Background: an optimization exercise with open tools, aiming at small area, a short achievable clock period and few clock cycles per item. Do not read the settings as production practice.
At most, simulation tests tie the RTL to the original design; equivalence was not proved.
For run 1, only the layout was checked, not whether the RTL still works.

==> flow/design.v (outline; a module is shown in full before it is edited, if it fits) <==
// module chroma_window: 94 lines
// module csc_sum: 515 lines
// module filt_sum: 153 lines
// module rgb_packer: 104 lines
// module yuv_to_rgb: 49 lines
module yuv_to_rgb (
	input logic CLOCK_50_I,
	input logic resetn,
	input logic in_valid,
	input logic [SAMPLE_W-1:0] in_y_even,
	input logic [SAMPLE_W-1:0] in_y_odd,
	input logic [SAMPLE_W-1:0] in_u,
	input logic [SAMPLE_W-1:0] in_v,
	output logic busy,
	output logic out_valid,
	output logic [WORD_W-1:0] out_word,
	output logic out_line_end
);
  // ...
==> flow/flow/run.sh <==
#!/bin/bash
set -euo pipefail
bash standard.sh SETUP_SLACK_MARGIN=11 finish > make_finish.log 2>&1
==> flow/standard.sh <==
#!/bin/bash
# synth_recipe.tcl (not shown) runs the flow's synth.tcl, then flattens the netlist and writes it again
# the make line also repeats each setting of config.mk as NAME=value (left out here)
make -C /OpenROAD-flow-scripts/flow DESIGN_CONFIG=/design/flow/config.mk WORK_HOME=/design/flow/orfs CLKGATE_MAP_FILE= SYNTH_SCRIPT=/design/flow/synth_recipe.tcl "${@:-finish}"
==> flow/config.mk <==
export PLATFORM = sky130hd
export DESIGN_NAME = yuv_to_rgb
export DESIGN_NICKNAME = yuv_to_rgb
export VERILOG_FILES = /design/flow/design.v
export SDC_FILE = /design/flow/constraint.sdc
export NUM_CORES = 4
export LEC_CHECK = 0
export CAP_MARGIN = 20
export CORE_MARGIN = 2
export CORE_UTILIZATION = 40
export SLEW_MARGIN = 20
==> flow/constraint.sdc <==
create_clock -name core_clock -period 15.0 [get_ports {CLOCK_50_I}]
set_input_delay 3.0000 -clock core_clock [delete_from_list [all_inputs] [get_ports {CLOCK_50_I}]]
set_output_delay 3.0000 -clock core_clock [all_outputs]
set_load 0.01 [all_outputs]
==> summary.txt, run 1 <==
Critical path:
- Walking the worst path, the cells encountered are buf_6.
- The launch instance of the worst register-to-register path is result_i.pu[2].
- The endpoint of the worst register-to-register path is result_i.g_c_q.
- STA puts the critical path data required time at 12.00 ns.
- The startpoint of the most critical setup path is decode_i.busy_q.

Status:
- The flow ran to the end and the layout has no timing, DRC or antenna violations.

Logic synthesis:
- The synthesized netlist devotes 5.65% of its cell area to simple gates.
- In the synthesized netlist the dominant register cell turns out to be dfxtp_1.
- The synthesized-area fraction occupied by adder cells is 32.8%.

Global route:
- The largest net degree at the start of global routing is 50.
- The layer flagged by global routing as most heavily used is met2.

Drt:
- Signal routing reaches up to met4.
- Dividing the detail-routed via count by the number of cells gives 4.76.

Finish:
- The relative area of non-clock buffer cells in the final design is 3.41%.
- The final non-filler cell total is 2589.
- Leaving out fill and tap cells, the most frequent cells in the layout are 371 x inv_1, 225 x fa_1, 196 x ha_1.
- The area of all placed cells without fillers is 0.0241 mm^2.
- The multi-input combinational cells in the finished layout cover a total of 0.0108 mm^2.

Place:
- After detailed placement, the total cell area comes to 0.0226 mm^2.

CTS:
- The number of clock buffers inserted by TritonCTS is 40.
- The clock network latency to the later pin of the worst-skew pair is 0.55 ns.
- In this run the clock root is driven by a clkbuf_16.
- Clock-pin slew was measured on the worst setup and hold paths at 0.06 ns.

Hold path:
- The path class of the tightest hold or removal check is register to register.

Die:
- The standard cell core area is 0.0526 mm^2.
- The die is 234 um tall.

Timing:
- The post-route setup TNS is 0 ns.
- Setup repair after global routing could not meet its margin everywhere.
==> module csc_sum, before the edit <==
module csc_sum (
	input logic [7:0] y,
	input logic [7:0] u,
	input logic [7:0] v,
	output logic [9:0] r_a,
	output logic [9:0] r_b,
	output logic r_c,
	output logic [9:0] g_a,
	output logic [9:0] g_b,
	output logic g_c,
	output logic [10:0] b_a,
	output logic [10:0] b_b,
	output logic b_c
);
	wire rt_1 = y[6] ^ y[4];
	wire rt_2 = y[6] & y[4];
	wire rt_3 = y[7] ^ y[5] ^ y[3];
	wire rt_4 = (y[7] & y[5]) | (y[7] & y[3]) | (y[5] & y[3]);
	wire rt_5 = y[0] ^ v[3];
	wire rt_6 = y[0] & v[3];
	wire rt_7 = y[6] ^ y[4] ^ y[1];
	wire rt_8 = (y[6] & y[4]) | (y[6] & y[1]) | (y[4] & y[1]);
	wire rt_9 = v[4] ^ v[0];
	wire rt_10 = v[4] & v[0];
	wire rt_11 = y[7] ^ y[5] ^ y[2];
	wire rt_12 = (y[7] & y[5]) | (y[7] & y[2]) | (y[5] & y[2]);
	wire rt_13 = v[5] ^ v[1];
	wire rt_14 = v[5] & v[1];
	wire rt_15 = y[6] ^ y[3] ^ v[6];
	wire rt_16 = (y[6] & y[3]) | (y[6] & v[6]) | (y[3] & v[6]);
	wire rt_17 = y[7] ^ y[4];
	wire rt_18 = y[7] & y[4];
	wire rt_19 = v[4] ^ v[2];
	wire rt_20 = v[4] & v[2];
	wire rt_21 = v[5] ^ v[3] ^ v[0];
	wire rt_22 = (v[5] & v[3]) | (v[5] & v[0]) | (v[3] & v[0]);
	wire rt_23 = y[5] ^ v[7];
	wire rt_24 = y[5] | v[7];
	wire rt_25 = v[6] ^ v[4] ^ v[1];
	wire rt_26 = (v[6] & v[4]) | (v[6] & v[1]) | (v[4] & v[1]);
	wire rt_27 = y[0] ^ v[7] ^ v[5];
	wire rt_28 = (y[0] & v[7]) | (y[0] & v[5]) | (v[7] & v[5]);
	wire rt_29 = v[2] ^ ~y[7];
	wire rt_30 = v[2] & ~y[7];
	wire rt_31 = y[1] ^ v[6];
	wire rt_32 = y[1] & v[6];
	wire rt_33 = y[2] ^ y[0] ^ v[7];
	wire rt_34 = (y[2] & y[0]) | (y[2] & v[7]) | (y[0] & v[7]);
	wire rt_35 = v[4] ^ ~v[0];
	wire rt_36 = v[4] & ~v[0];
	wire rt_37 = y[3] ^ y[1] ^ v[5];
	wire rt_38 = (y[3] & y[1]) | (y[3] & v[5]) | (y[1] & v[5]);
	wire rt_39 = y[4] ^ y[2] ^ y[0];
	wire rt_40 = (y[4] & y[2]) | (y[4] & y[0]) | (y[2] & y[0]);
	wire rt_41 = v[6] ^ v[0] ^ ~v[2];
	wire rt_42 = (v[6] & v[0]) | (v[6] & ~v[2]) | (v[0] & ~v[2]);
	wire rt_43 = y[5] ^ y[3] ^ y[1];
	wire rt_44 = (y[5] & y[3]) | (y[5] & y[1]) | (y[3] & y[1]);
	wire rt_45 = v[7] ^ v[1] ^ ~v[3];
	wire rt_46 = (v[7] & v[1]) | (v[7] & ~v[3]) | (v[1] & ~v[3]);
	wire rt_47 = rt_1 ^ y[2] ^ v[2];
	wire rt_48 = (rt_1 & y[2]) | (rt_1 & v[2]) | (y[2] & v[2]);
	wire rt_49 = v[4] ^ v[0];
	wire rt_50 = v[4] & v[0];
	wire rt_51 = rt_2 ^ rt_3 ^ rt_5;
	wire rt_52 = (rt_2 & rt_3) | (rt_2 & rt_5) | (rt_3 & rt_5);
	wire rt_53 = v[5] ^ v[1];
	wire rt_54 = v[5] & v[1];
	wire rt_55 = rt_4 ^ rt_6 ^ rt_7;
	wire rt_56 = (rt_4 & rt_6) | (rt_4 & rt_7) | (rt_6 & rt_7);
	wire rt_57 = ~rt_9 ^ v[6] ^ v[2];
	wire rt_58 = (~rt_9 & v[6]) | (~rt_9 & v[2]) | (v[6] & v[2]);
	wire rt_59 = rt_8 ^ rt_10 ^ rt_11;
	wire rt_60 = (rt_8 & rt_10) | (rt_8 & rt_11) | (rt_10 & rt_11);
	wire rt_61 = ~rt_13 ^ v[7] ^ v[3];
	wire rt_62 = (~rt_13 & v[7]) | (~rt_13 & v[3]) | (v[7] & v[3]);
	wire rt_63 = rt_12 ^ rt_14 ^ rt_15;
	wire rt_64 = (rt_12 & rt_14) | (rt_12 & rt_15) | (rt_14 & rt_15);
	wire rt_65 = v[2] ^ ~v[4];
	wire rt_66 = v[2] | ~v[4];
	wire rt_67 = rt_16 ^ rt_17 ^ v[7];
	wire rt_68 = (rt_16 & rt_17) | (rt_16 & v[7]) | (rt_17 & v[7]);
	wire rt_69 = v[3] ^ ~v[5];
	wire rt_70 = v[3] | ~v[5];
	wire rt_71 = rt_18 ^ y[5] ^ v[4];
	wire rt_72 = (rt_18 & y[5]) | (rt_18 & v[4]) | (y[5] & v[4]);
	wire rt_73 = v[0] ^ ~y[0];
	wire rt_74 = v[0] & ~y[0];
	wire rt_75 = v[1] ^ ~y[1];
	wire rt_76 = v[1] & ~y[1];
	wire rt_77 = v[2] ^ v[0] ^ ~y[2];
	wire rt_78 = (v[2] & v[0]) | (v[2] & ~y[2]) | (v[0] & ~y[2]);
	wire rt_79 = v[3] ^ v[1] ^ ~y[3];
	wire rt_80 = (v[3] & v[1]) | (v[3] & ~y[3]) | (v[1] & ~y[3]);
	wire rt_81 = ~rt_19 ^ y[4] ^ v[6];
	wire rt_82 = (~rt_19 & y[4]) | (~rt_19 & v[6]) | (y[4] & v[6]);
	wire rt_83 = rt_20 ^ rt_21 ^ rt_23;
	wire rt_84 = (rt_20 & rt_21) | (rt_20 & rt_23) | (rt_21 & rt_23);
	wire rt_85 = rt_22 ^ rt_25 ^ y[6];
	wire rt_86 = (rt_22 & rt_25) | (rt_22 & y[6]) | (rt_25 & y[6]);
	wire rt_87 = rt_26 ^ rt_27 ^ rt_29;
	wire rt_88 = (rt_26 & rt_27) | (rt_26 & rt_29) | (rt_27 & rt_29);
	wire rt_89 = rt_28 ^ rt_30 ^ rt_31;
	wire rt_90 = (rt_28 & rt_30) | (rt_28 & rt_31) | (rt_30 & rt_31);
	wire rt_91 = rt_32 ^ rt_33 ^ rt_35;
	wire rt_92 = (rt_32 & rt_33) | (rt_32 & rt_35) | (rt_33 & rt_35);
	wire rt_93 = rt_34 ^ rt_36 ^ rt_37;
	wire rt_94 = (rt_34 & rt_36) | (rt_34 & rt_37) | (rt_36 & rt_37);
	wire rt_95 = rt_38 ^ rt_39 ^ rt_41;
	wire rt_96 = (rt_38 & rt_39) | (rt_38 & rt_41) | (rt_39 & rt_41);
	wire rt_97 = rt_40 ^ rt_42 ^ rt_43;
	wire rt_98 = (rt_40 & rt_42) | (rt_40 & rt_43) | (rt_42 & rt_43);
	wire rt_99 = rt_44 ^ rt_46 ^ rt_47;
	wire rt_100 = (rt_44 & rt_46) | (rt_44 & rt_47) | (rt_46 & rt_47);
	wire rt_101 = rt_48 ^ rt_51 ^ ~rt_50;
	wire rt_102 = (rt_48 & rt_51) | (rt_48 & ~rt_50) | (rt_51 & ~rt_50);
	wire rt_103 = rt_52 ^ rt_55 ^ ~rt_54;
	wire rt_104 = (rt_52 & rt_55) | (rt_52 & ~rt_54) | (rt_55 & ~rt_54);
	wire rt_105 = rt_56 ^ rt_59 ^ ~rt_58;
	wire rt_106 = (rt_56 & rt_59) | (rt_56 & ~rt_58) | (rt_59 & ~rt_58);
	wire rt_107 = rt_60 ^ rt_63 ^ ~rt_62;
	wire rt_108 = (rt_60 & rt_63) | (rt_60 & ~rt_62) | (rt_63 & ~rt_62);
	wire rt_109 = rt_64 ^ rt_66 ^ rt_67;
	wire rt_110 = (rt_64 & rt_66) | (rt_64 & rt_67) | (rt_66 & rt_67);
	wire rt_111 = rt_68 ^ rt_70 ^ rt_71;
	wire rt_112 = (rt_68 & rt_70) | (rt_68 & rt_71) | (rt_70 & rt_71);
	wire rt_113 = rt_72 ^ y[6] ^ v[5];
	wire rt_114 = (rt_72 & y[6]) | (rt_72 & v[5]) | (y[6] & v[5]);
	wire rt_115 = y[7] ^ v[6];
	wire rt_116 = y[7] & v[6];
	wire rt_117 = rt_73 ^ ~v[2];
	wire rt_118 = rt_73 & ~v[2];
	wire rt_119 = rt_74 ^ rt_75 ^ ~v[3];
	wire rt_120 = (rt_74 & rt_75) | (rt_74 & ~v[3]) | (rt_75 & ~v[3]);
	wire rt_121 = rt_76 ^ rt_77 ^ ~v[4];
	wire rt_122 = (rt_76 & rt_77) | (rt_76 & ~v[4]) | (rt_77 & ~v[4]);
	wire rt_123 = rt_78 ^ rt_79 ^ ~v[5];
	wire rt_124 = (rt_78 & rt_79) | (rt_78 & ~v[5]) | (rt_79 & ~v[5]);
	wire rt_125 = rt_80 ^ ~rt_81;
	wire rt_126 = rt_80 | ~rt_81;
	wire rt_127 = rt_83 ^ ~rt_82;
	wire rt_128 = rt_83 | ~rt_82;
	wire rt_129 = rt_84 ^ rt_85 ^ ~rt_24;
	wire rt_130 = (rt_84 & rt_85) | (rt_84 & ~rt_24) | (rt_85 & ~rt_24);
	wire rt_131 = rt_86 ^ rt_87 ^ ~y[6];
	wire rt_132 = (rt_86 & rt_87) | (rt_86 & ~y[6]) | (rt_87 & ~y[6]);
	wire rt_133 = rt_88 ^ rt_89 ^ v[3];
	wire rt_134 = (rt_88 & rt_89) | (rt_88 & v[3]) | (rt_89 & v[3]);
	wire rt_135 = rt_90 ^ rt_91;
	wire rt_136 = rt_90 | rt_91;
	wire rt_137 = rt_92 ^ rt_93 ^ v[1];
	wire rt_138 = (rt_92 & rt_93) | (rt_92 & v[1]) | (rt_93 & v[1]);
	wire rt_139 = rt_94 ^ rt_95 ^ ~v[1];
	wire rt_140 = (rt_94 & rt_95) | (rt_94 & ~v[1]) | (rt_95 & ~v[1]);
	wire rt_141 = rt_96 ^ rt_97 ^ rt_45;
	wire rt_142 = (rt_96 & rt_97) | (rt_96 & rt_45) | (rt_97 & rt_45);
	wire rt_143 = rt_98 ^ rt_99 ^ ~rt_49;
	wire rt_144 = (rt_98 & rt_99) | (rt_98 & ~rt_49) | (rt_99 & ~rt_49);
	wire rt_145 = rt_100 ^ rt_101 ^ ~rt_53;
	wire rt_146 = (rt_100 & rt_101) | (rt_100 & ~rt_53) | (rt_101 & ~rt_53);
	wire rt_147 = rt_102 ^ rt_103 ^ ~rt_57;
	wire rt_148 = (rt_102 & rt_103) | (rt_102 & ~rt_57) | (rt_103 & ~rt_57);
	wire rt_149 = rt_104 ^ rt_105 ^ ~rt_61;
	wire rt_150 = (rt_104 & rt_105) | (rt_104 & ~rt_61) | (rt_105 & ~rt_61);
	wire rt_151 = rt_106 ^ rt_107 ^ ~rt_65;
	wire rt_152 = (rt_106 & rt_107) | (rt_106 & ~rt_65) | (rt_107 & ~rt_65);
	wire rt_153 = rt_108 ^ rt_109 ^ ~rt_69;
	wire rt_154 = (rt_108 & rt_109) | (rt_108 & ~rt_69) | (rt_109 & ~rt_69);
	wire rt_155 = rt_110 ^ rt_111 ^ ~v[6];
	wire rt_156 = (rt_110 & rt_111) | (rt_110 & ~v[6]) | (rt_111 & ~v[6]);
	wire rt_157 = rt_112 ^ rt_113 ^ ~v[7];
	wire rt_158 = (rt_112 & rt_113) | (rt_112 & ~v[7]) | (rt_113 & ~v[7]);
	wire rt_159 = rt_114 ^ rt_115;
	wire rt_160 = rt_114 | rt_115;
	wire rt_161 = rt_116 ^ v[7];
	wire rt_162 = rt_116 & v[7];
	wire [25:0] rt_a = {rt_162, rt_160, rt_158, rt_156, rt_154, rt_152, rt_150, rt_148, rt_146, rt_144, rt_142, rt_140, rt_138, rt_136, rt_134, rt_132, rt_130, rt_128, rt_126, rt_124, rt_122, rt_120, rt_118, rt_117, ~v[1], ~v[0]};
	wire [25:0] rt_b = {1'b1, rt_161, ~rt_159, rt_157, rt_155, rt_153, rt_151, rt_149, rt_147, rt_145, rt_143, rt_141, rt_139, rt_137, ~rt_135, rt_133, rt_131, rt_129, ~rt_127, ~rt_125, rt_123, rt_121, rt_119, 1'b1, 1'b0, 1'b1};
	wire [16:0] r_lo = {1'b0, rt_a[15:0]} + {1'b0, rt_b[15:0]};
	assign r_a = rt_a[25:16];
	assign r_b = rt_b[25:16];
	assign r_c = r_lo[16];
	wire gt_1 = y[7] ^ y[5];
	wire gt_2 = y[7] & y[5];
	wire gt_3 = y[6] ^ y[4];
	wire gt_4 = y[6] & y[4];
	wire gt_5 = y[7] ^ y[5];
	wire gt_6 = y[7] & y[5];
	wire gt_7 = y[5] ^ y[3] ^ y[1];
	wire gt_8 = (y[5] & y[3]) | (y[5] & y[1]) | (y[3] & y[1]);
	wire gt_9 = y[6] ^ y[4] ^ y[2];
	wire gt_10 = (y[6] & y[4]) | (y[6] & y[2]) | (y[4] & y[2]);
	wire gt_11 = u[2] ^ v[1] ^ ~u[5];
	wire gt_12 = (u[2] & v[1]) | (u[2] & ~u[5]) | (v[1] & ~u[5]);
	wire gt_13 = gt_1 ^ y[3] ^ y[0];
	wire gt_14 = (gt_1 & y[3]) | (gt_1 & y[0]) | (y[3] & y[0]);
	wire gt_15 = u[3] ^ v[2] ^ ~u[6];
	wire gt_16 = (u[3] & v[2]) | (u[3] & ~u[6]) | (v[2] & ~u[6]);
	wire gt_17 = u[1] ^ v[4];
	wire gt_18 = u[1] | v[4];
	wire gt_19 = gt_2 ^ gt_3 ^ y[1];
	wire gt_20 = (gt_2 & gt_3) | (gt_2 & y[1]) | (gt_3 & y[1]);
	wire gt_21 = u[4] ^ v[3] ^ ~u[7];
	wire gt_22 = (u[4] & v[3]) | (u[4] & ~u[7]) | (v[3] & ~u[7]);
	wire gt_23 = u[2] ^ v[5] ^ v[1];
	wire gt_24 = (u[2] & v[5]) | (u[2] & v[1]) | (v[5] & v[1]);
	wire gt_25 = gt_4 ^ gt_5 ^ y[2];
	wire gt_26 = (gt_4 & gt_5) | (gt_4 & y[2]) | (gt_5 & y[2]);
	wire gt_27 = u[5] ^ v[4] ^ ~u[3];
	wire gt_28 = (u[5] & v[4]) | (u[5] & ~u[3]) | (v[4] & ~u[3]);
	wire gt_29 = v[6] ^ v[2];
	wire gt_30 = v[6] & v[2];
	wire gt_31 = gt_6 ^ y[6] ^ y[3];
	wire gt_32 = (gt_6 & y[6]) | (gt_6 & y[3]) | (y[6] & y[3]);
	wire gt_33 = u[6] ^ v[5] ^ ~u[4];
	wire gt_34 = (u[6] & v[5]) | (u[6] & ~u[4]) | (v[5] & ~u[4]);
	wire gt_35 = v[7] ^ v[3];
	wire gt_36 = v[7] | v[3];
	wire gt_37 = y[7] ^ y[4] ^ u[7];
	wire gt_38 = (y[7] & y[4]) | (y[7] & u[7]) | (y[4] & u[7]);
	wire gt_39 = ~v[6] ^ u[5] ^ v[4];
	wire gt_40 = (~v[6] & u[5]) | (~v[6] & v[4]) | (u[5] & v[4]);
	wire gt_41 = y[5] ^ v[7];
	wire gt_42 = y[5] & v[7];
	wire gt_43 = u[2] ^ ~y[3];
	wire gt_44 = u[2] & ~y[3];
	wire gt_45 = ~u[3] ^ y[4] ^ u[1];
	wire gt_46 = (~u[3] & y[4]) | (~u[3] & u[1]) | (y[4] & u[1]);
	wire gt_47 = ~u[4] ^ y[5] ^ u[2];
	wire gt_48 = (~u[4] & y[5]) | (~u[4] & u[2]) | (y[5] & u[2]);
	wire gt_49 = u[5] ^ ~y[6];
	wire gt_50 = u[5] & ~y[6];
	wire gt_51 = y[0] ^ u[6] ^ ~y[7];
	wire gt_52 = (y[0] & u[6]) | (y[0] & ~y[7]) | (u[6] & ~y[7]);
	wire gt_53 = y[1] ^ u[7] ^ ~u[5];
	wire gt_54 = (y[1] & u[7]) | (y[1] & ~u[5]) | (u[7] & ~u[5]);
	wire gt_55 = u[0] ^ v[5];
	wire gt_56 = u[0] | v[5];
	wire gt_57 = y[2] ^ y[0] ^ ~u[6];
	wire gt_58 = (y[2] & y[0]) | (y[2] & ~u[6]) | (y[0] & ~u[6]);
	wire gt_59 = u[1] ^ v[6];
	wire gt_60 = u[1] & v[6];
	wire gt_61 = y[3] ^ y[1] ^ ~u[7];
	wire gt_62 = (y[3] & y[1]) | (y[3] & ~u[7]) | (y[1] & ~u[7]);
	wire gt_63 = u[2] ^ v[7] ^ v[0];
	wire gt_64 = (u[2] & v[7]) | (u[2] & v[0]) | (v[7] & v[0]);
	wire gt_65 = y[4] ^ y[2] ^ y[0];
	wire gt_66 = (y[4] & y[2]) | (y[4] & y[0]) | (y[2] & y[0]);
	wire gt_67 = ~u[0] ^ u[3] ^ v[1];
	wire gt_68 = (~u[0] & u[3]) | (~u[0] & v[1]) | (u[3] & v[1]);
	wire gt_69 = gt_7 ^ u[1] ^ v[0];
	wire gt_70 = (gt_7 & u[1]) | (gt_7 & v[0]) | (u[1] & v[0]);
	wire gt_71 = u[4] ^ v[2];
	wire gt_72 = u[4] & v[2];
	wire gt_73 = gt_8 ^ gt_9 ^ gt_11;
	wire gt_74 = (gt_8 & gt_9) | (gt_8 & gt_11) | (gt_9 & gt_11);
	wire gt_75 = u[0] ^ v[3];
	wire gt_76 = u[0] & v[3];
	wire gt_77 = gt_10 ^ gt_12 ^ gt_13;
	wire gt_78 = (gt_10 & gt_12) | (gt_10 & gt_13) | (gt_12 & gt_13);
	wire gt_79 = gt_15 ^ gt_17 ^ ~v[0];
	wire gt_80 = (gt_15 & gt_17) | (gt_15 & ~v[0]) | (gt_17 & ~v[0]);
	wire gt_81 = gt_14 ^ gt_16 ^ gt_19;
	wire gt_82 = (gt_14 & gt_16) | (gt_14 & gt_19) | (gt_16 & gt_19);
	wire gt_83 = ~gt_21 ^ gt_18 ^ gt_23;
	wire gt_84 = (~gt_21 & gt_18) | (~gt_21 & gt_23) | (gt_18 & gt_23);
	wire gt_85 = gt_20 ^ gt_22 ^ gt_25;
	wire gt_86 = (gt_20 & gt_22) | (gt_20 & gt_25) | (gt_22 & gt_25);
	wire gt_87 = ~gt_27 ^ gt_24 ^ gt_29;
	wire gt_88 = (~gt_27 & gt_24) | (~gt_27 & gt_29) | (gt_24 & gt_29);
	wire gt_89 = gt_26 ^ gt_28 ^ gt_31;
	wire gt_90 = (gt_26 & gt_28) | (gt_26 & gt_31) | (gt_28 & gt_31);
	wire gt_91 = gt_33 ^ gt_35 ^ ~gt_30;
	wire gt_92 = (gt_33 & gt_35) | (gt_33 & ~gt_30) | (gt_35 & ~gt_30);
	wire gt_93 = gt_32 ^ gt_34 ^ gt_37;
	wire gt_94 = (gt_32 & gt_34) | (gt_32 & gt_37) | (gt_34 & gt_37);
	wire gt_95 = gt_36 ^ gt_39;
	wire gt_96 = gt_36 & gt_39;
	wire gt_97 = gt_38 ^ gt_41 ^ ~gt_40;
	wire gt_98 = (gt_38 & gt_41) | (gt_38 & ~gt_40) | (gt_41 & ~gt_40);
	wire gt_99 = u[6] ^ v[5];
	wire gt_100 = u[6] & v[5];
	wire gt_101 = gt_42 ^ y[6] ^ ~u[7];
	wire gt_102 = (gt_42 & y[6]) | (gt_42 & ~u[7]) | (y[6] & ~u[7]);
	wire gt_103 = y[7] ^ ~v[7];
	wire gt_104 = y[7] & ~v[7];
	wire gt_105 = gt_43 ^ ~u[0];
	wire gt_106 = gt_43 & ~u[0];
	wire gt_107 = ~gt_44 ^ gt_45 ^ v[6];
	wire gt_108 = (~gt_44 & gt_45) | (~gt_44 & v[6]) | (gt_45 & v[6]);
	wire gt_109 = gt_46 ^ gt_47 ^ v[7];
	wire gt_110 = (gt_46 & gt_47) | (gt_46 & v[7]) | (gt_47 & v[7]);
	wire gt_111 = ~gt_49 ^ gt_48 ^ u[3];
	wire gt_112 = (~gt_49 & gt_48) | (~gt_49 & u[3]) | (gt_48 & u[3]);
	wire gt_113 = gt_50 ^ gt_51 ^ ~u[4];
	wire gt_114 = (gt_50 & gt_51) | (gt_50 & ~u[4]) | (gt_51 & ~u[4]);
	wire gt_115 = gt_52 ^ gt_53 ^ gt_55;
	wire gt_116 = (gt_52 & gt_53) | (gt_52 & gt_55) | (gt_53 & gt_55);
	wire gt_117 = gt_54 ^ gt_57 ^ ~gt_56;
	wire gt_118 = (gt_54 & gt_57) | (gt_54 & ~gt_56) | (gt_57 & ~gt_56);
	wire gt_119 = gt_58 ^ gt_61 ^ ~gt_60;
	wire gt_120 = (gt_58 & gt_61) | (gt_58 & ~gt_60) | (gt_61 & ~gt_60);
	wire gt_121 = gt_62 ^ gt_65 ^ ~gt_64;
	wire gt_122 = (gt_62 & gt_65) | (gt_62 & ~gt_64) | (gt_65 & ~gt_64);
	wire gt_123 = gt_66 ^ gt_69 ^ ~gt_68;
	wire gt_124 = (gt_66 & gt_69) | (gt_66 & ~gt_68) | (gt_69 & ~gt_68);
	wire gt_125 = gt_70 ^ gt_73 ^ ~gt_72;
	wire gt_126 = (gt_70 & gt_73) | (gt_70 & ~gt_72) | (gt_73 & ~gt_72);
	wire gt_127 = gt_74 ^ gt_77 ^ gt_79;
	wire gt_128 = (gt_74 & gt_77) | (gt_74 & gt_79) | (gt_77 & gt_79);
	wire gt_129 = gt_78 ^ gt_80 ^ gt_81;
	wire gt_130 = (gt_78 & gt_80) | (gt_78 & gt_81) | (gt_80 & gt_81);
	wire gt_131 = gt_82 ^ gt_85 ^ ~gt_84;
	wire gt_132 = (gt_82 & gt_85) | (gt_82 & ~gt_84) | (gt_85 & ~gt_84);
	wire gt_133 = gt_86 ^ gt_89 ^ gt_91;
	wire gt_134 = (gt_86 & gt_89) | (gt_86 & gt_91) | (gt_89 & gt_91);
	wire gt_135 = gt_90 ^ gt_92 ^ gt_93;
	wire gt_136 = (gt_90 & gt_92) | (gt_90 & gt_93) | (gt_92 & gt_93);
	wire gt_137 = gt_94 ^ gt_97 ^ ~gt_96;
	wire gt_138 = (gt_94 & gt_97) | (gt_94 & ~gt_96) | (gt_97 & ~gt_96);
	wire gt_139 = gt_98 ^ gt_101 ^ v[6];
	wire gt_140 = (gt_98 & gt_101) | (gt_98 & v[6]) | (gt_101 & v[6]);
	wire gt_141 = gt_102 ^ gt_103 ^ ~v[6];
	wire gt_142 = (gt_102 & gt_103) | (gt_102 & ~v[6]) | (gt_103 & ~v[6]);
	wire gt_143 = y[0] ^ v[2];
	wire gt_144 = y[0] | v[2];
	wire gt_145 = ~u[0] ^ y[1] ^ v[3];
	wire gt_146 = (~u[0] & y[1]) | (~u[0] & v[3]) | (y[1] & v[3]);
	wire gt_147 = ~u[1] ^ y[2] ^ v[4];
	wire gt_148 = (~u[1] & y[2]) | (~u[1] & v[4]) | (y[2] & v[4]);
	wire gt_149 = ~gt_105 ^ v[5] ^ v[0];
	wire gt_150 = (~gt_105 & v[5]) | (~gt_105 & v[0]) | (v[5] & v[0]);
	wire gt_151 = ~gt_106 ^ gt_107 ^ v[1];
	wire gt_152 = (~gt_106 & gt_107) | (~gt_106 & v[1]) | (gt_107 & v[1]);
	wire gt_153 = gt_108 ^ gt_109 ^ v[2];
	wire gt_154 = (gt_108 & gt_109) | (gt_108 & v[2]) | (gt_109 & v[2]);
	wire gt_155 = gt_110 ^ gt_111 ^ v[3];
	wire gt_156 = (gt_110 & gt_111) | (gt_110 & v[3]) | (gt_111 & v[3]);
	wire gt_157 = ~gt_113 ^ gt_112 ^ v[4];
	wire gt_158 = (~gt_113 & gt_112) | (~gt_113 & v[4]) | (gt_112 & v[4]);
	wire gt_159 = gt_114 ^ gt_115;
	wire gt_160 = gt_114 | gt_115;
	wire gt_161 = gt_116 ^ gt_117 ^ ~gt_59;
	wire gt_162 = (gt_116 & gt_117) | (gt_116 & ~gt_59) | (gt_117 & ~gt_59);
	wire gt_163 = gt_118 ^ gt_119 ^ ~gt_63;
	wire gt_164 = (gt_118 & gt_119) | (gt_118 & ~gt_63) | (gt_119 & ~gt_63);
	wire gt_165 = gt_120 ^ gt_121 ^ ~gt_67;
	wire gt_166 = (gt_120 & gt_121) | (gt_120 & ~gt_67) | (gt_121 & ~gt_67);
	wire gt_167 = gt_122 ^ gt_123 ^ ~gt_71;
	wire gt_168 = (gt_122 & gt_123) | (gt_122 & ~gt_71) | (gt_123 & ~gt_71);
	wire gt_169 = gt_124 ^ gt_125 ^ ~gt_75;
	wire gt_170 = (gt_124 & gt_125) | (gt_124 & ~gt_75) | (gt_125 & ~gt_75);
	wire gt_171 = gt_126 ^ gt_127 ^ ~gt_76;
	wire gt_172 = (gt_126 & gt_127) | (gt_126 & ~gt_76) | (gt_127 & ~gt_76);
	wire gt_173 = gt_128 ^ gt_129 ^ ~gt_83;
	wire gt_174 = (gt_128 & gt_129) | (gt_128 & ~gt_83) | (gt_129 & ~gt_83);
	wire gt_175 = gt_130 ^ gt_131 ^ ~gt_87;
	wire gt_176 = (gt_130 & gt_131) | (gt_130 & ~gt_87) | (gt_131 & ~gt_87);
	wire gt_177 = gt_132 ^ gt_133 ^ ~gt_88;
	wire gt_178 = (gt_132 & gt_133) | (gt_132 & ~gt_88) | (gt_133 & ~gt_88);
	wire gt_179 = gt_134 ^ gt_135 ^ ~gt_95;
	wire gt_180 = (gt_134 & gt_135) | (gt_134 & ~gt_95) | (gt_135 & ~gt_95);
	wire gt_181 = gt_136 ^ gt_137 ^ ~gt_99;
	wire gt_182 = (gt_136 & gt_137) | (gt_136 & ~gt_99) | (gt_137 & ~gt_99);
	wire gt_183 = gt_138 ^ gt_139 ^ ~gt_100;
	wire gt_184 = (gt_138 & gt_139) | (gt_138 & ~gt_100) | (gt_139 & ~gt_100);
	wire gt_185 = gt_140 ^ gt_141;
	wire gt_186 = gt_140 | gt_141;
	wire gt_187 = gt_142 ^ gt_104;
	wire gt_188 = gt_142 & gt_104;
	wire [25:0] gt_a = {gt_188, gt_186, gt_184, gt_182, gt_180, gt_178, gt_176, gt_174, gt_172, gt_170, gt_168, gt_166, gt_164, gt_162, gt_160, ~gt_158, ~gt_156, ~gt_154, ~gt_152, ~gt_150, ~gt_148, ~gt_146, ~gt_144, gt_143, ~v[1], ~v[0]};
	wire [25:0] gt_b = {1'b1, gt_187, ~gt_185, gt_183, gt_181, gt_179, gt_177, gt_175, gt_173, gt_171, gt_169, gt_167, gt_165, gt_163, gt_161, ~gt_159, ~gt_157, ~gt_155, ~gt_153, ~gt_151, ~gt_149, ~gt_147, ~gt_145, 1'b1, 1'b0, 1'b1};
	wire [16:0] g_lo = {1'b0, gt_a[15:0]} + {1'b0, gt_b[15:0]};
	assign g_a = gt_a[25:16];
	assign g_b = gt_b[25:16];
	assign g_c = g_lo[16];
	wire bt_1 = u[1] ^ ~y[4];
	wire bt_2 = u[1] & ~y[4];
	wire bt_3 = u[2] ^ u[0] ^ ~y[5];
	wire bt_4 = (u[2] & u[0]) | (u[2] & ~y[5]) | (u[0] & ~y[5]);
	wire bt_5 = u[7] ^ u[5];
	wire bt_6 = u[7] | u[5];
	wire bt_7 = u[3] ^ u[1] ^ ~y[6];
	wire bt_8 = (u[3] & u[1]) | (u[3] & ~y[6]) | (u[1] & ~y[6]);
	wire bt_9 = y[0] ^ u[4] ^ u[2];
	wire bt_10 = (y[0] & u[4]) | (y[0] & u[2]) | (u[4] & u[2]);
	wire bt_11 = y[7] ^ u[7];
	wire bt_12 = y[7] | u[7];
	wire bt_13 = y[1] ^ u[5] ^ u[3];
	wire bt_14 = (y[1] & u[5]) | (y[1] & u[3]) | (u[5] & u[3]);
	wire bt_15 = y[2] ^ y[0] ^ u[6];
	wire bt_16 = (y[2] & y[0]) | (y[2] & u[6]) | (y[0] & u[6]);
	wire bt_17 = u[4] ^ u[1];
	wire bt_18 = u[4] & u[1];
	wire bt_19 = y[3] ^ y[1] ^ u[7];
	wire bt_20 = (y[3] & y[1]) | (y[3] & u[7]) | (y[1] & u[7]);
	wire bt_21 = u[5] ^ u[2];
	wire bt_22 = u[5] & u[2];
	wire bt_23 = y[4] ^ y[2] ^ y[0];
	wire bt_24 = (y[4] & y[2]) | (y[4] & y[0]) | (y[2] & y[0]);
	wire bt_25 = u[6] ^ u[3];
	wire bt_26 = u[6] & u[3];
	wire bt_27 = y[5] ^ y[3] ^ y[1];
	wire bt_28 = (y[5] & y[3]) | (y[5] & y[1]) | (y[3] & y[1]);
	wire bt_29 = u[7] ^ u[4];
	wire bt_30 = u[7] & u[4];
	wire bt_31 = y[6] ^ y[4] ^ y[2];
	wire bt_32 = (y[6] & y[4]) | (y[6] & y[2]) | (y[4] & y[2]);
	wire bt_33 = y[7] ^ y[5] ^ y[3];
	wire bt_34 = (y[7] & y[5]) | (y[7] & y[3]) | (y[5] & y[3]);
	wire bt_35 = y[0] ^ u[6];
	wire bt_36 = y[0] & u[6];
	wire bt_37 = y[6] ^ y[4] ^ y[1];
	wire bt_38 = (y[6] & y[4]) | (y[6] & y[1]) | (y[4] & y[1]);
	wire bt_39 = u[7] ^ u[0];
	wire bt_40 = u[7] | u[0];
	wire bt_41 = y[7] ^ y[5] ^ y[2];
	wire bt_42 = (y[7] & y[5]) | (y[7] & y[2]) | (y[5] & y[2]);
	wire bt_43 = y[6] ^ y[3];
	wire bt_44 = y[6] & y[3];
	wire bt_45 = y[1] ^ u[3];
	wire bt_46 = y[1] | u[3];
	wire bt_47 = y[2] ^ u[4];
	wire bt_48 = y[2] | u[4];
	wire bt_49 = ~u[0] ^ y[3] ^ u[5];
	wire bt_50 = (~u[0] & y[3]) | (~u[0] & u[5]) | (y[3] & u[5]);
	wire bt_51 = ~bt_1 ^ u[6] ^ u[4];
	wire bt_52 = (~bt_1 & u[6]) | (~bt_1 & u[4]) | (u[6] & u[4]);
	wire bt_53 = bt_2 ^ bt_3 ^ bt_5;
	wire bt_54 = (bt_2 & bt_3) | (bt_2 & bt_5) | (bt_3 & bt_5);
	wire bt_55 = bt_4 ^ bt_7 ^ u[6];
	wire bt_56 = (bt_4 & bt_7) | (bt_4 & u[6]) | (bt_7 & u[6]);
	wire bt_57 = bt_8 ^ bt_9 ^ bt_11;
	wire bt_58 = (bt_8 & bt_9) | (bt_8 & bt_11) | (bt_9 & bt_11);
	wire bt_59 = bt_10 ^ bt_13 ^ u[0];
	wire bt_60 = (bt_10 & bt_13) | (bt_10 & u[0]) | (bt_13 & u[0]);
	wire bt_61 = bt_14 ^ bt_15 ^ bt_17;
	wire bt_62 = (bt_14 & bt_15) | (bt_14 & bt_17) | (bt_15 & bt_17);
	wire bt_63 = bt_16 ^ bt_18 ^ bt_19;
	wire bt_64 = (bt_16 & bt_18) | (bt_16 & bt_19) | (bt_18 & bt_19);
	wire bt_65 = bt_20 ^ bt_22 ^ bt_23;
	wire bt_66 = (bt_20 & bt_22) | (bt_20 & bt_23) | (bt_22 & bt_23);
	wire bt_67 = bt_24 ^ bt_26 ^ bt_27;
	wire bt_68 = (bt_24 & bt_26) | (bt_24 & bt_27) | (bt_26 & bt_27);
	wire bt_69 = bt_28 ^ bt_30 ^ bt_31;
	wire bt_70 = (bt_28 & bt_30) | (bt_28 & bt_31) | (bt_30 & bt_31);
	wire bt_71 = bt_32 ^ bt_33 ^ bt_35;
	wire bt_72 = (bt_32 & bt_33) | (bt_32 & bt_35) | (bt_33 & bt_35);
	wire bt_73 = bt_34 ^ bt_36 ^ bt_37;
	wire bt_74 = (bt_34 & bt_36) | (bt_34 & bt_37) | (bt_36 & bt_37);
	wire bt_75 = bt_38 ^ bt_40 ^ bt_41;
	wire bt_76 = (bt_38 & bt_40) | (bt_38 & bt_41) | (bt_40 & bt_41);
	wire bt_77 = bt_42 ^ bt_43 ^ u[2];
	wire bt_78 = (bt_42 & bt_43) | (bt_42 & u[2]) | (bt_43 & u[2]);
	wire bt_79 = bt_44 ^ y[7] ^ y[4];
	wire bt_80 = (bt_44 & y[7]) | (bt_44 & y[4]) | (y[7] & y[4]);
	wire bt_81 = y[5] ^ u[4];
	wire bt_82 = y[5] & u[4];
	wire bt_83 = y[6] ^ u[5];
	wire bt_84 = y[6] & u[5];
	wire bt_85 = y[7] ^ u[6];
	wire bt_86 = y[7] & u[6];
	wire bt_87 = y[0] ^ u[2];
	wire bt_88 = y[0] | u[2];
	wire bt_89 = bt_45 ^ ~u[1];
	wire bt_90 = bt_45 | ~u[1];
	wire bt_91 = ~bt_47 ^ bt_46 ^ u[2];
	wire bt_92 = (~bt_47 & bt_46) | (~bt_47 & u[2]) | (bt_46 & u[2]);
	wire bt_93 = bt_48 ^ bt_49 ^ u[3];
	wire bt_94 = (bt_48 & bt_49) | (bt_48 & u[3]) | (bt_49 & u[3]);
	wire bt_95 = bt_50 ^ bt_51;
	wire bt_96 = bt_50 & bt_51;
	wire bt_97 = bt_53 ^ ~bt_52;
	wire bt_98 = bt_53 | ~bt_52;
	wire bt_99 = bt_54 ^ bt_55 ^ ~bt_6;
	wire bt_100 = (bt_54 & bt_55) | (bt_54 & ~bt_6) | (bt_55 & ~bt_6);
	wire bt_101 = bt_56 ^ bt_57 ^ ~u[6];
	wire bt_102 = (bt_56 & bt_57) | (bt_56 & ~u[6]) | (bt_57 & ~u[6]);
	wire bt_103 = bt_58 ^ bt_59 ^ ~bt_12;
	wire bt_104 = (bt_58 & bt_59) | (bt_58 & ~bt_12) | (bt_59 & ~bt_12);
	wire bt_105 = bt_60 ^ bt_61;
	wire bt_106 = bt_60 | bt_61;
	wire bt_107 = bt_62 ^ bt_63 ^ bt_21;
	wire bt_108 = (bt_62 & bt_63) | (bt_62 & bt_21) | (bt_63 & bt_21);
	wire bt_109 = bt_64 ^ bt_65 ^ bt_25;
	wire bt_110 = (bt_64 & bt_65) | (bt_64 & bt_25) | (bt_65 & bt_25);
	wire bt_111 = bt_66 ^ bt_67 ^ bt_29;
	wire bt_112 = (bt_66 & bt_67) | (bt_66 & bt_29) | (bt_67 & bt_29);
	wire bt_113 = bt_68 ^ bt_69 ^ u[5];
	wire bt_114 = (bt_68 & bt_69) | (bt_68 & u[5]) | (bt_69 & u[5]);
	wire bt_115 = bt_70 ^ bt_71;
	wire bt_116 = bt_70 | bt_71;
	wire bt_117 = bt_72 ^ bt_73 ^ ~bt_39;
	wire bt_118 = (bt_72 & bt_73) | (bt_72 & ~bt_39) | (bt_73 & ~bt_39);
	wire bt_119 = bt_74 ^ bt_75 ^ u[1];
	wire bt_120 = (bt_74 & bt_75) | (bt_74 & u[1]) | (bt_75 & u[1]);
	wire bt_121 = bt_76 ^ bt_77;
	wire bt_122 = bt_76 | bt_77;
	wire bt_123 = bt_78 ^ bt_79 ^ u[3];
	wire bt_124 = (bt_78 & bt_79) | (bt_78 & u[3]) | (bt_79 & u[3]);
	wire bt_125 = bt_80 ^ bt_81;
	wire bt_126 = bt_80 | bt_81;
	wire bt_127 = bt_82 ^ bt_83;
	wire bt_128 = bt_82 | bt_83;
	wire bt_129 = bt_84 ^ bt_85;
	wire bt_130 = bt_84 | bt_85;
	wire bt_131 = bt_86 ^ u[7];
	wire bt_132 = bt_86 & u[7];
	wire [26:0] bt_a = {1'b1, bt_132, bt_130, bt_128, bt_126, bt_124, bt_122, bt_120, bt_118, bt_116, bt_114, bt_112, bt_110, bt_108, bt_106, bt_104, bt_102, bt_100, bt_98, ~bt_96, ~bt_94, ~bt_92, bt_90, ~bt_88, bt_87, ~u[1], ~u[0]};
	wire [26:0] bt_b = {1'b0, 1'b1, bt_131, ~bt_129, ~bt_127, ~bt_125, bt_123, ~bt_121, bt_119, bt_117, ~bt_115, bt_113, bt_111, bt_109, bt_107, ~bt_105, bt_103, bt_101, bt_99, ~bt_97, ~bt_95, ~bt_93, ~bt_91, ~bt_89, ~u[0], 1'b0, 1'b1};
	wire [16:0] b_lo = {1'b0, bt_a[15:0]} + {1'b0, bt_b[15:0]};
	assign b_a = bt_a[26:16];
	assign b_b = bt_b[26:16];
	assign b_c = b_lo[16];
endmodule
==> module filt_sum, before the edit <==
module filt_sum (
	input logic [8:0] p0,
	input logic [8:0] p1,
	input logic [8:0] p2,
	output logic [9:0] f_a,
	output logic [9:0] f_b,
	output logic f_c
);
	wire ft_1 = p0[2] ^ p0[0];
	wire ft_2 = p0[2] & p0[0];
	wire ft_3 = p0[3] ^ p0[1];
	wire ft_4 = p0[3] & p0[1];
	wire ft_5 = p0[0] ^ p1[1];
	wire ft_6 = p0[0] & p1[1];
	wire ft_7 = p0[1] ^ p1[2] ^ p2[6];
	wire ft_8 = (p0[1] & p1[2]) | (p0[1] & p2[6]) | (p1[2] & p2[6]);
	wire ft_9 = p2[4] ^ p2[2] ^ ~p0[6];
	wire ft_10 = (p2[4] & p2[2]) | (p2[4] & ~p0[6]) | (p2[2] & ~p0[6]);
	wire ft_11 = ft_1 ^ p1[3] ^ p2[7];
	wire ft_12 = (ft_1 & p1[3]) | (ft_1 & p2[7]) | (p1[3] & p2[7]);
	wire ft_13 = p2[5] ^ p2[3] ^ ~p0[7];
	wire ft_14 = (p2[5] & p2[3]) | (p2[5] & ~p0[7]) | (p2[3] & ~p0[7]);
	wire ft_15 = p1[5] ^ p1[1];
	wire ft_16 = p1[5] | p1[1];
	wire ft_17 = ft_2 ^ ft_3 ^ p1[4];
	wire ft_18 = (ft_2 & ft_3) | (ft_2 & p1[4]) | (ft_3 & p1[4]);
	wire ft_19 = p2[8] ^ p2[6] ^ p2[4];
	wire ft_20 = (p2[8] & p2[6]) | (p2[8] & p2[4]) | (p2[6] & p2[4]);
	wire ft_21 = p0[8] ^ p1[6] ^ p1[2];
	wire ft_22 = (p0[8] & p1[6]) | (p0[8] & p1[2]) | (p1[6] & p1[2]);
	wire ft_23 = ft_4 ^ p0[4] ^ p0[2];
	wire ft_24 = (ft_4 & p0[4]) | (ft_4 & p0[2]) | (p0[4] & p0[2]);
	wire ft_25 = p1[5] ^ p2[7] ^ p2[5];
	wire ft_26 = (p1[5] & p2[7]) | (p1[5] & p2[5]) | (p2[7] & p2[5]);
	wire ft_27 = p1[7] ^ p1[3];
	wire ft_28 = p1[7] & p1[3];
	wire ft_29 = p0[5] ^ p0[3] ^ p1[6];
	wire ft_30 = (p0[5] & p0[3]) | (p0[5] & p1[6]) | (p0[3] & p1[6]);
	wire ft_31 = p2[8] ^ p2[6] ^ ~p1[8];
	wire ft_32 = (p2[8] & p2[6]) | (p2[8] & ~p1[8]) | (p2[6] & ~p1[8]);
	wire ft_33 = p0[6] ^ p0[4] ^ p1[7];
	wire ft_34 = (p0[6] & p0[4]) | (p0[6] & p1[7]) | (p0[4] & p1[7]);
	wire ft_35 = p0[7] ^ p0[5];
	wire ft_36 = p0[7] & p0[5];
	wire ft_37 = p2[2] ^ p2[0];
	wire ft_38 = p2[2] & p2[0];
	wire ft_39 = p2[3] ^ p2[1];
	wire ft_40 = p2[3] & p2[1];
	wire ft_41 = p1[0] ^ p2[4] ^ p2[2];
	wire ft_42 = (p1[0] & p2[4]) | (p1[0] & p2[2]) | (p2[4] & p2[2]);
	wire ft_43 = p2[0] ^ ~p0[4];
	wire ft_44 = p2[0] & ~p0[4];
	wire ft_45 = ft_5 ^ p2[5] ^ p2[3];
	wire ft_46 = (ft_5 & p2[5]) | (ft_5 & p2[3]) | (p2[5] & p2[3]);
	wire ft_47 = ~p2[1] ^ p0[5] ^ p1[3];
	wire ft_48 = (~p2[1] & p0[5]) | (~p2[1] & p1[3]) | (p0[5] & p1[3]);
	wire ft_49 = ft_6 ^ ft_7 ^ ft_9;
	wire ft_50 = (ft_6 & ft_7) | (ft_6 & ft_9) | (ft_7 & ft_9);
	wire ft_51 = p1[4] ^ p1[0];
	wire ft_52 = p1[4] & p1[0];
	wire ft_53 = ft_8 ^ ft_10 ^ ft_11;
	wire ft_54 = (ft_8 & ft_10) | (ft_8 & ft_11) | (ft_10 & ft_11);
	wire ft_55 = ft_13 ^ ft_15;
	wire ft_56 = ft_13 | ft_15;
	wire ft_57 = ft_12 ^ ft_14 ^ ft_17;
	wire ft_58 = (ft_12 & ft_14) | (ft_12 & ft_17) | (ft_14 & ft_17);
	wire ft_59 = ~ft_19 ^ ft_16 ^ ft_21;
	wire ft_60 = (~ft_19 & ft_16) | (~ft_19 & ft_21) | (ft_16 & ft_21);
	wire ft_61 = ft_18 ^ ft_20 ^ ft_23;
	wire ft_62 = (ft_18 & ft_20) | (ft_18 & ft_23) | (ft_20 & ft_23);
	wire ft_63 = ~ft_25 ^ ft_22 ^ ft_27;
	wire ft_64 = (~ft_25 & ft_22) | (~ft_25 & ft_27) | (ft_22 & ft_27);
	wire ft_65 = ft_24 ^ ft_26 ^ ft_29;
	wire ft_66 = (ft_24 & ft_26) | (ft_24 & ft_29) | (ft_26 & ft_29);
	wire ft_67 = ft_31 ^ p1[4] ^ ~ft_28;
	wire ft_68 = (ft_31 & p1[4]) | (ft_31 & ~ft_28) | (p1[4] & ~ft_28);
	wire ft_69 = ft_30 ^ ft_32 ^ ft_33;
	wire ft_70 = (ft_30 & ft_32) | (ft_30 & ft_33) | (ft_32 & ft_33);
	wire ft_71 = ~p2[7] ^ p1[4] ^ p1[5];
	wire ft_72 = (~p2[7] & p1[4]) | (~p2[7] & p1[5]) | (p1[4] & p1[5]);
	wire ft_73 = ft_34 ^ ft_35 ^ p1[8];
	wire ft_74 = (ft_34 & ft_35) | (ft_34 & p1[8]) | (ft_35 & p1[8]);
	wire ft_75 = p2[8] ^ ~p1[6];
	wire ft_76 = p2[8] | ~p1[6];
	wire ft_77 = ft_36 ^ p0[8] ^ p0[6];
	wire ft_78 = (ft_36 & p0[8]) | (ft_36 & p0[6]) | (p0[8] & p0[6]);
	wire ft_79 = p0[7] ^ ~p1[8];
	wire ft_80 = p0[7] & ~p1[8];
	wire ft_81 = ft_37 ^ ~p0[2];
	wire ft_82 = ft_37 & ~p0[2];
	wire ft_83 = ft_38 ^ ft_39 ^ ~p0[3];
	wire ft_84 = (ft_38 & ft_39) | (ft_38 & ~p0[3]) | (ft_39 & ~p0[3]);
	wire ft_85 = ft_40 ^ ft_41 ^ ft_43;
	wire ft_86 = (ft_40 & ft_41) | (ft_40 & ft_43) | (ft_41 & ft_43);
	wire ft_87 = ft_42 ^ ft_44 ^ ft_45;
	wire ft_88 = (ft_42 & ft_44) | (ft_42 & ft_45) | (ft_44 & ft_45);
	wire ft_89 = ft_46 ^ ft_49 ^ ~ft_48;
	wire ft_90 = (ft_46 & ft_49) | (ft_46 & ~ft_48) | (ft_49 & ~ft_48);
	wire ft_91 = ft_50 ^ ft_53 ^ ~ft_52;
	wire ft_92 = (ft_50 & ft_53) | (ft_50 & ~ft_52) | (ft_53 & ~ft_52);
	wire ft_93 = ft_54 ^ ft_56 ^ ft_57;
	wire ft_94 = (ft_54 & ft_56) | (ft_54 & ft_57) | (ft_56 & ft_57);
	wire ft_95 = ft_58 ^ ft_61 ^ ~ft_60;
	wire ft_96 = (ft_58 & ft_61) | (ft_58 & ~ft_60) | (ft_61 & ~ft_60);
	wire ft_97 = ft_62 ^ ft_65 ^ ft_67;
	wire ft_98 = (ft_62 & ft_65) | (ft_62 & ft_67) | (ft_65 & ft_67);
	wire ft_99 = ft_66 ^ ft_68 ^ ft_69;
	wire ft_100 = (ft_66 & ft_68) | (ft_66 & ft_69) | (ft_68 & ft_69);
	wire ft_101 = ft_70 ^ ft_73 ^ ~ft_72;
	wire ft_102 = (ft_70 & ft_73) | (ft_70 & ~ft_72) | (ft_73 & ~ft_72);
	wire ft_103 = ft_74 ^ ft_76 ^ ft_77;
	wire ft_104 = (ft_74 & ft_76) | (ft_74 & ft_77) | (ft_76 & ft_77);
	wire ft_105 = ft_78 ^ ft_79 ^ ~p1[7];
	wire ft_106 = (ft_78 & ft_79) | (ft_78 & ~p1[7]) | (ft_79 & ~p1[7]);
	wire ft_107 = p2[0] ^ ~p0[0];
	wire ft_108 = p2[0] & ~p0[0];
	wire ft_109 = p2[1] ^ ~p0[1];
	wire ft_110 = p2[1] & ~p0[1];
	wire ft_111 = ft_81 ^ ~p1[0];
	wire ft_112 = ft_81 | ~p1[0];
	wire ft_113 = ft_82 ^ ft_83 ^ ~p1[1];
	wire ft_114 = (ft_82 & ft_83) | (ft_82 & ~p1[1]) | (ft_83 & ~p1[1]);
	wire ft_115 = ft_84 ^ ft_85 ^ ~p1[2];
	wire ft_116 = (ft_84 & ft_85) | (ft_84 & ~p1[2]) | (ft_85 & ~p1[2]);
	wire ft_117 = ft_86 ^ ft_87 ^ ~ft_47;
	wire ft_118 = (ft_86 & ft_87) | (ft_86 & ~ft_47) | (ft_87 & ~ft_47);
	wire ft_119 = ft_88 ^ ft_89 ^ ~ft_51;
	wire ft_120 = (ft_88 & ft_89) | (ft_88 & ~ft_51) | (ft_89 & ~ft_51);
	wire ft_121 = ft_90 ^ ft_91 ^ ~ft_55;
	wire ft_122 = (ft_90 & ft_91) | (ft_90 & ~ft_55) | (ft_91 & ~ft_55);
	wire ft_123 = ft_92 ^ ft_93 ^ ~ft_59;
	wire ft_124 = (ft_92 & ft_93) | (ft_92 & ~ft_59) | (ft_93 & ~ft_59);
	wire ft_125 = ft_94 ^ ft_95 ^ ~ft_63;
	wire ft_126 = (ft_94 & ft_95) | (ft_94 & ~ft_63) | (ft_95 & ~ft_63);
	wire ft_127 = ft_96 ^ ft_97 ^ ~ft_64;
	wire ft_128 = (ft_96 & ft_97) | (ft_96 & ~ft_64) | (ft_97 & ~ft_64);
	wire ft_129 = ft_98 ^ ft_99 ^ ~ft_71;
	wire ft_130 = (ft_98 & ft_99) | (ft_98 & ~ft_71) | (ft_99 & ~ft_71);
	wire ft_131 = ft_100 ^ ft_101 ^ ~ft_75;
	wire ft_132 = (ft_100 & ft_101) | (ft_100 & ~ft_75) | (ft_101 & ~ft_75);
	wire ft_133 = ft_102 ^ ft_103 ^ p1[7];
	wire ft_134 = (ft_102 & ft_103) | (ft_102 & p1[7]) | (ft_103 & p1[7]);
	wire ft_135 = ft_104 ^ ft_105;
	wire ft_136 = ft_104 | ft_105;
	wire ft_137 = ft_106 ^ ft_80 ^ p0[8];
	wire ft_138 = (ft_106 & ft_80) | (ft_106 & p0[8]) | (ft_80 & p0[8]);
	wire [17:0] ft_a = {1'b1, ft_138, ft_136, ft_134, ft_132, ft_130, ft_128, ft_126, ft_124, ft_122, ft_120, ft_118, ft_116, ft_114, ft_112, ft_110, ft_108, ft_107};
	wire [17:0] ft_b = {1'b0, 1'b1, ft_137, ~ft_135, ft_133, ft_131, ft_129, ft_127, ft_125, ft_123, ft_121, ft_119, ft_117, ft_115, ft_113, ~ft_111, ft_109, 1'b1};
	wire [8:0] f_lo = {1'b0, ft_a[7:0]} + {1'b0, ft_b[7:0]};
	assign f_a = ft_a[17:8];
	assign f_b = ft_b[17:8];
	assign f_c = f_lo[8];
endmodule
==> inputs of run 2 (changes only) <==
--- a/flow/design.v
+++ b/flow/design.v
@@ -100,4 +100,25 @@
 	assign win_v_taps = v_sr;
 endmodule
+function automatic logic carry16(input logic [15:0] a, input logic [15:0] b);
+	logic [15:0] g, p;
+	logic [7:0] cg1, cp1;
+	logic [3:0] cg2, cp2;
+	logic [1:0] cg3, cp3;
+	g = a & b;
+	p = a | b;
+	for (int i = 0; i < 8; i++) begin
+		cg1[i] = g[2*i+1] | (p[2*i+1] & g[2*i]);
+		cp1[i] = p[2*i+1] & p[2*i];
+	end
+	for (int i = 0; i < 4; i++) begin
+		cg2[i] = cg1[2*i+1] | (cp1[2*i+1] & cg1[2*i]);
+		cp2[i] = cp1[2*i+1] & cp1[2*i];
+	end
+	for (int i = 0; i < 2; i++) begin
+		cg3[i] = cg2[2*i+1] | (cp2[2*i+1] & cg2[2*i]);
+		cp3[i] = cp2[2*i+1] & cp2[2*i];
+	end
+	carry16 = cg3[1] | (cp3[1] & cg3[0]);
+endfunction
 module csc_sum (
 	input logic [7:0] y,
@@ -278,8 +299,7 @@
 	wire [25:0] rt_a = {rt_162, rt_160, rt_158, rt_156, rt_154, rt_152, rt_150, rt_148, rt_146, rt_144, rt_142, rt_140, rt_138, rt_136, rt_134, rt_132, rt_130, rt_128, rt_126, rt_124, rt_122, rt_120, rt_118, rt_117, ~v[1], ~v[0]};
 	wire [25:0] rt_b = {1'b1, rt_161, ~rt_159, rt_157, rt_155, rt_153, rt_151, rt_149, rt_147, rt_145, rt_143, rt_141, rt_139, rt_137, ~rt_135, rt_133, rt_131, rt_129, ~rt_127, ~rt_125, rt_123, rt_121, rt_119, 1'b1, 1'b0, 1'b1};
-	wire [16:0] r_lo = {1'b0, rt_a[15:0]} + {1'b0, rt_b[15:0]};
 	assign r_a = rt_a[25:16];
 	assign r_b = rt_b[25:16];
-	assign r_c = r_lo[16];
+	assign r_c = carry16(rt_a[15:0], rt_b[15:0]);
 	wire gt_1 = y[7] ^ y[5];
 	wire gt_2 = y[7] & y[5];
@@ -472,8 +492,7 @@
 	wire [25:0] gt_a = {gt_188, gt_186, gt_184, gt_182, gt_180, gt_178, gt_176, gt_174, gt_172, gt_170, gt_168, gt_166, gt_164, gt_162, gt_160, ~gt_158, ~gt_156, ~gt_154, ~gt_152, ~gt_150, ~gt_148, ~gt_146, ~gt_144, gt_143, ~v[1], ~v[0]};
 	wire [25:0] gt_b = {1'b1, gt_187, ~gt_185, gt_183, gt_181, gt_179, gt_177, gt_175, gt_173, gt_171, gt_169, gt_167, gt_165, gt_163, gt_161, ~gt_159, ~gt_157, ~gt_155, ~gt_153, ~gt_151, ~gt_149, ~gt_147, ~gt_145, 1'b1, 1'b0, 1'b1};
-	wire [16:0] g_lo = {1'b0, gt_a[15:0]} + {1'b0, gt_b[15:0]};
 	assign g_a = gt_a[25:16];
 	assign g_b = gt_b[25:16];
-	assign g_c = g_lo[16];
+	assign g_c = carry16(gt_a[15:0], gt_b[15:0]);
 	wire bt_1 = u[1] ^ ~y[4];
 	wire bt_2 = u[1] & ~y[4];
@@ -610,8 +629,7 @@
 	wire [26:0] bt_a = {1'b1, bt_132, bt_130, bt_128, bt_126, bt_124, bt_122, bt_120, bt_118, bt_116, bt_114, bt_112, bt_110, bt_108, bt_106, bt_104, bt_102, bt_100, bt_98, ~bt_96, ~bt_94, ~bt_92, bt_90, ~bt_88, bt_87, ~u[1], ~u[0]};
 	wire [26:0] bt_b = {1'b0, 1'b1, bt_131, ~bt_129, ~bt_127, ~bt_125, bt_123, ~bt_121, bt_119, bt_117, ~bt_115, bt_113, bt_111, bt_109, bt_107, ~bt_105, bt_103, bt_101, bt_99, ~bt_97, ~bt_95, ~bt_93, ~bt_91, ~bt_89, ~u[0], 1'b0, 1'b1};
-	wire [16:0] b_lo = {1'b0, bt_a[15:0]} + {1'b0, bt_b[15:0]};
 	assign b_a = bt_a[26:16];
 	assign b_b = bt_b[26:16];
-	assign b_c = b_lo[16];
+	assign b_c = carry16(bt_a[15:0], bt_b[15:0]);
 endmodule
 module filt_sum (
@@ -763,8 +781,9 @@
 	wire [17:0] ft_a = {1'b1, ft_138, ft_136, ft_134, ft_132, ft_130, ft_128, ft_126, ft_124, ft_122, ft_120, ft_118, ft_116, ft_114, ft_112, ft_110, ft_108, ft_107};
 	wire [17:0] ft_b = {1'b0, 1'b1, ft_137, ~ft_135, ft_133, ft_131, ft_129, ft_127, ft_125, ft_123, ft_121, ft_119, ft_117, ft_115, ft_113, ~ft_111, ft_109, 1'b1};
-	wire [8:0] f_lo = {1'b0, ft_a[7:0]} + {1'b0, ft_b[7:0]};
+	wire [15:0] f_lo_a = {ft_a[7:0], 8'd0};
+	wire [15:0] f_lo_b = {ft_b[7:0], 8'd0};
 	assign f_a = ft_a[17:8];
 	assign f_b = ft_b[17:8];
-	assign f_c = f_lo[8];
+	assign f_c = carry16(f_lo_a, f_lo_b);
 endmodule
 `timescale 1ns/10ps
==> run 2 against run 1 <==
  * Clock-buffer cell count down 3
  * Non-clock buffer count up 3
  * Cell count down 2.1%
  * Maximum frequency down 0.38%
  * Worst hold slack about the same
  * Die area down 2.1%
  * Highest routed layer unchanged
==> summary.txt, run 2 <==
Critical path:
- Counting both buffers and inverters, the worst setup path holds a total of 1.
- The critical path starts at decode_i.busy_q.
- STA classifies the critical path endpoint as an output pin.
- The endpoint identified for the worst register-to-register timing path is result_i.r_c_q.
- The slowest cell on the critical path is dfrtp_1.
- The startpoint identified for the worst register-to-register timing path is result_i.pv[5].
- The largest single stage delay on the critical path is 0.39 ns.
- The worst reg2reg path depth is 12.
- The critical path data required time was 12.00 ns (about the same).
- The critical path goes through buf_2.
- The worst setup path is launched from a register.
- Among cell families on the critical path, the largest total delay comes from flip-flops.
- The worst setup path is of the register to output pin kind.
- The highest fanout seen on the critical path is 1.
- The register-to-register setup slack is 11.12 ns.
- The worst path arrival time is 1.09 ns.

Finish:
- The largest registers in the layout are decode_i.u_sr x48, decode_i.v_sr x48.
- The number of antenna diodes in the final layout is 0.
- The most common cell after layout, fill and taps aside is inv_1.
- The area added between synthesis and finish is 14.9%.
- For this run, the post-layout net count is 2232.
- The final core utilization is 46.6%.
- The number of inserted filler cells in the final layout is 4601.
- The area of all placed cells without fillers was 0.0239 mm^2 (-1.1%).
- In the layout the commonest cells are 348 x inv_1, 225 x fa_1, 160 x edfxtp_1.
- Cells with a size suffix above 1 make up 13.5% of the layout.

Timing:
- The final cycle utilization of the critical path is 27.3%.
- Setup repair after global routing could not meet its margin everywhere.
- The post-route setup TNS is 0 ns (unchanged).
- The count of pins over their slew limit is 0.
- The maximum achievable frequency is 245 MHz.
- In this run the tightest slew margin relative to its limit is 28.5%.
- The worst path in the final design needs a cycle of 4.09 ns, including I/O delays and setup.
- The total setup violations reported at the end of the flow is 0.
- The number of endpoints with negative hold slack in the final report is 0.
- For the pin with the worst max-slew slack, the measured transition is 1.07 ns.
- The clock skew after layout is 0.0222 ns.

CTS:
- TritonCTS built the clock tree.
- The clock network latency to the later pin of the worst-skew pair is 0.55 ns (about the same).
- The H-tree was split into 2 levels.
- The clock input transition at the sequential cells of the worst setup and hold paths is 0.06 ns (about the same).
- The buffer depth of the longest clock path is 3.
- The number of clock buffers inserted by TritonCTS came to 40 (unchanged).
- The clock root buffer master is clkbuf_16.
- The number of clock sinks is 362.
- The count of hold buffers inserted by post-cts repair is 0.

Status:
- The flow ran to the end and the layout has no timing, DRC or antenna violations.

Logic synthesis:
- The synthesized netlist occupies a cell area of 0.0208 mm^2.
- After synthesis, the most frequently instantiated cells are 361 x inv_1, 225 x fa_1, 177 x dfxtp_1.
- The most used flip-flop cell after synthesis is dfxtp_1.
- Ranked by total cell area, the synthesized netlist is headed by edfxtp_1 23%, fa_1 22%, dfxtp_1 17%.
- Summing the areas of all xor and xnor instances in the mapped netlist gives 1.81% of the synthesized area.
- Yosys instantiated no cell more often than inv_1.
- The synthesized netlist devotes 6.65% of its cell area to compound gates.
- In the synthesized netlist the async set-or-reset flop fraction comes to 6.91%.
- The number of nets in the synthesized netlist is 2116.
- The synthesized design spends more area on one cell type than any other, namely edfxtp_1.
- For this run, the number of Yosys warnings is 6.
- The count of distinct cell types in the synthesized netlist is 73.
- The post-synthesis simple-gate area fraction is 5.43% (-0.21 points).
- In this run, synthesis produced a sequential element count of 362.
- The share of cell area taken by muxes after synthesis is 4.42%.
- The synthesized-area fraction occupied by adder cells is 31.7% (-1.1 points).
- By area, the combinational part of the netlist is dominated by adder cells.
- In this run the biggest area consumer among cell types represents 23.1% of the synthesized area.
- In this run, synthesis inferred 160 flip-flops with an integrated enable.
- The synthesized instance count is 1707.
- The sequential-to-total area share from yosys stat is 43.2%.
- A synthesized cell averages 12.2 um^2.

Global route:
- The initial antenna violation count came to 0.
- The overall track demand over capacity in global routing is 16.2%.
- For this run the aggregate overflow at the end of global routing stands at 0.
- The first-pass GRT wire length is 67300 um.
- The via count of the first global-routing pass is 12500.
- The largest net degree at the start of global routing is 51 (+2.0%).

Place:
- The count of port buffers added during placement is 53.
- The wire-length estimate of the detail-placed layout is 32100 um.
- The cell area after placement was 0.0222 mm^2 (-1.9%).
- At the end of routability-driven placement, the weighted congestion stood at 0.889.

Hold path:
- The worst-case hold path end point is result_i.y_odd_q[3].
- The worst hold path begins at decode_i.y_odd_q[3].
- The path type of the worst min-delay path is register to register.
- The hold-critical path depth is 0.

Die:
- The die covers 0.0538 mm^2.
- For this configuration, the core starts out at a cell density of 40.5%.
- The die boundary height is 232 um (-1.0%).
- The row count is 83.
- The standard cell core area is 0.0513 mm^2 (-2.4%).
- The die width is 232 um.
- Pin placement for this block handled 54 I/O pins.

Drt:
- The detailed-router iteration count before antenna repair is 7.
- The total length of routed wires is 42600 um.
- The number of nets with antenna violations after detailed routing is 0.
- The detailed-route vias per instance is 4.80 (+0.98%).
- After detailed routing, the number of remaining DRC violations is 0.
- After the first detailed-routing iteration, the DRC count stood at 732.
- The wire length per cell after detailed routing is 16.8 um.
- For this block, the via count after detailed routing is 12200.

Flow run:
- The tool flagged a number of max-cap violations equal to 0.
run 2: timing repair:
action | CTS | global route
resized for setup | 114 | 28
pin swaps | 0 | 1
setup endpoints to repair | 167 | 151
gates cloned | 3 | 1
buffers inserted | 13 | 13
run 2: area by class of cell:
class	instances	area, um^2	share of cell area (%)
multi-input combinational	968	10400	43.7
sequential	362	9020	37.8
inverter	362	1410	5.89
clock buffer	47	1030	4.30
tap	680	851	3.56
timing repair buffer	89	842	3.53
clock inverter	26	309	1.29
run 2: kinds of logic after synthesis:
family | count (synthesis)
simple gates | 236
xor+xnor | 43
buf+inv | 379
flops | 362
mux | 83
compound gates | 209
fa+ha+maj | 395
run 2: how the worst max path moves through the flow:
stage	slack, ns	to	depth (start not counted)
global route	10.86	busy	1
floorplan	10.42	decode_i.u_sr[10]	2
CTS	10.87	busy	1
detailed placement	9.13	decode_i.v_sr[8]	4
global placement	9.18	decode_i.u_sr[40]	4
finish	10.91	busy	1
run 2: per-stage QoR:
step,setup slack (ns),instances,hold slack (ns)
floorplan,10.42,1707,0.323
global placement,9.18,2431,0.325
detailed placement,9.13,2431,0.332
CTS,10.87,2520,0.345
global route,10.86,2534,0.347
finish,10.91,2534,0.342
run 2: layer usage:
| metal | up-vias | track usage, % | wire length [um] |
|---|---|---|---|
| li1 | 5789 | - | - |
| met1 | 6060 | 21.9 | 19300 |
| met2 | 248 | 26.3 | 20200 |
| met3 | 76 | 3.02 | 1950 |
| met4 | 0 | 5.39 | 1150 |
| met5 | - | 0 | 0 |
Testbench counts of run 2, summed over its fixed seeds: cycles 15,496, items 5,120.

==> static timing again, ports no longer ideal <==
The flow's constraints put no driver on any port. The routed layouts listed below were extracted and timed again, unchanged, in two steps.
Step 1 sets driving cells, clkbuf_16 on the clock port and buf_2 on the other inputs (assumed; they add their load-dependent delay and slew).
Step 2 times the ports against the registers' clock, not the clock port: input delays grow and output delays shrink by t, the midpoint of the rising clock arrivals with the driver on.
Slacks: ideal ports / drivers / drivers and shift; pairs: ideal ports / drivers.
| run | t, ns | slack for setup (ns) | worst hold slack (ns) | worst setup path after step 2 | latest minus earliest clock arrival (ns) |
|---|---|---|---|---|---|
| run 1 | 0.599 | 10.927 / 10.871 / 10.603 | 0.342 / 0.342 / 0.342 | input to register | 0.016 / 0.015 |
| run 2 | 0.597 | 10.912 / 10.857 / 10.793 | 0.342 / 0.342 / 0.342 | input to register | 0.023 / 0.023 |
After both steps setup and hold are still met in every run listed. For run 1, which loses most, drivers alone change the setup slack by -0.056 ns; drivers and shift together by -0.324 ns.
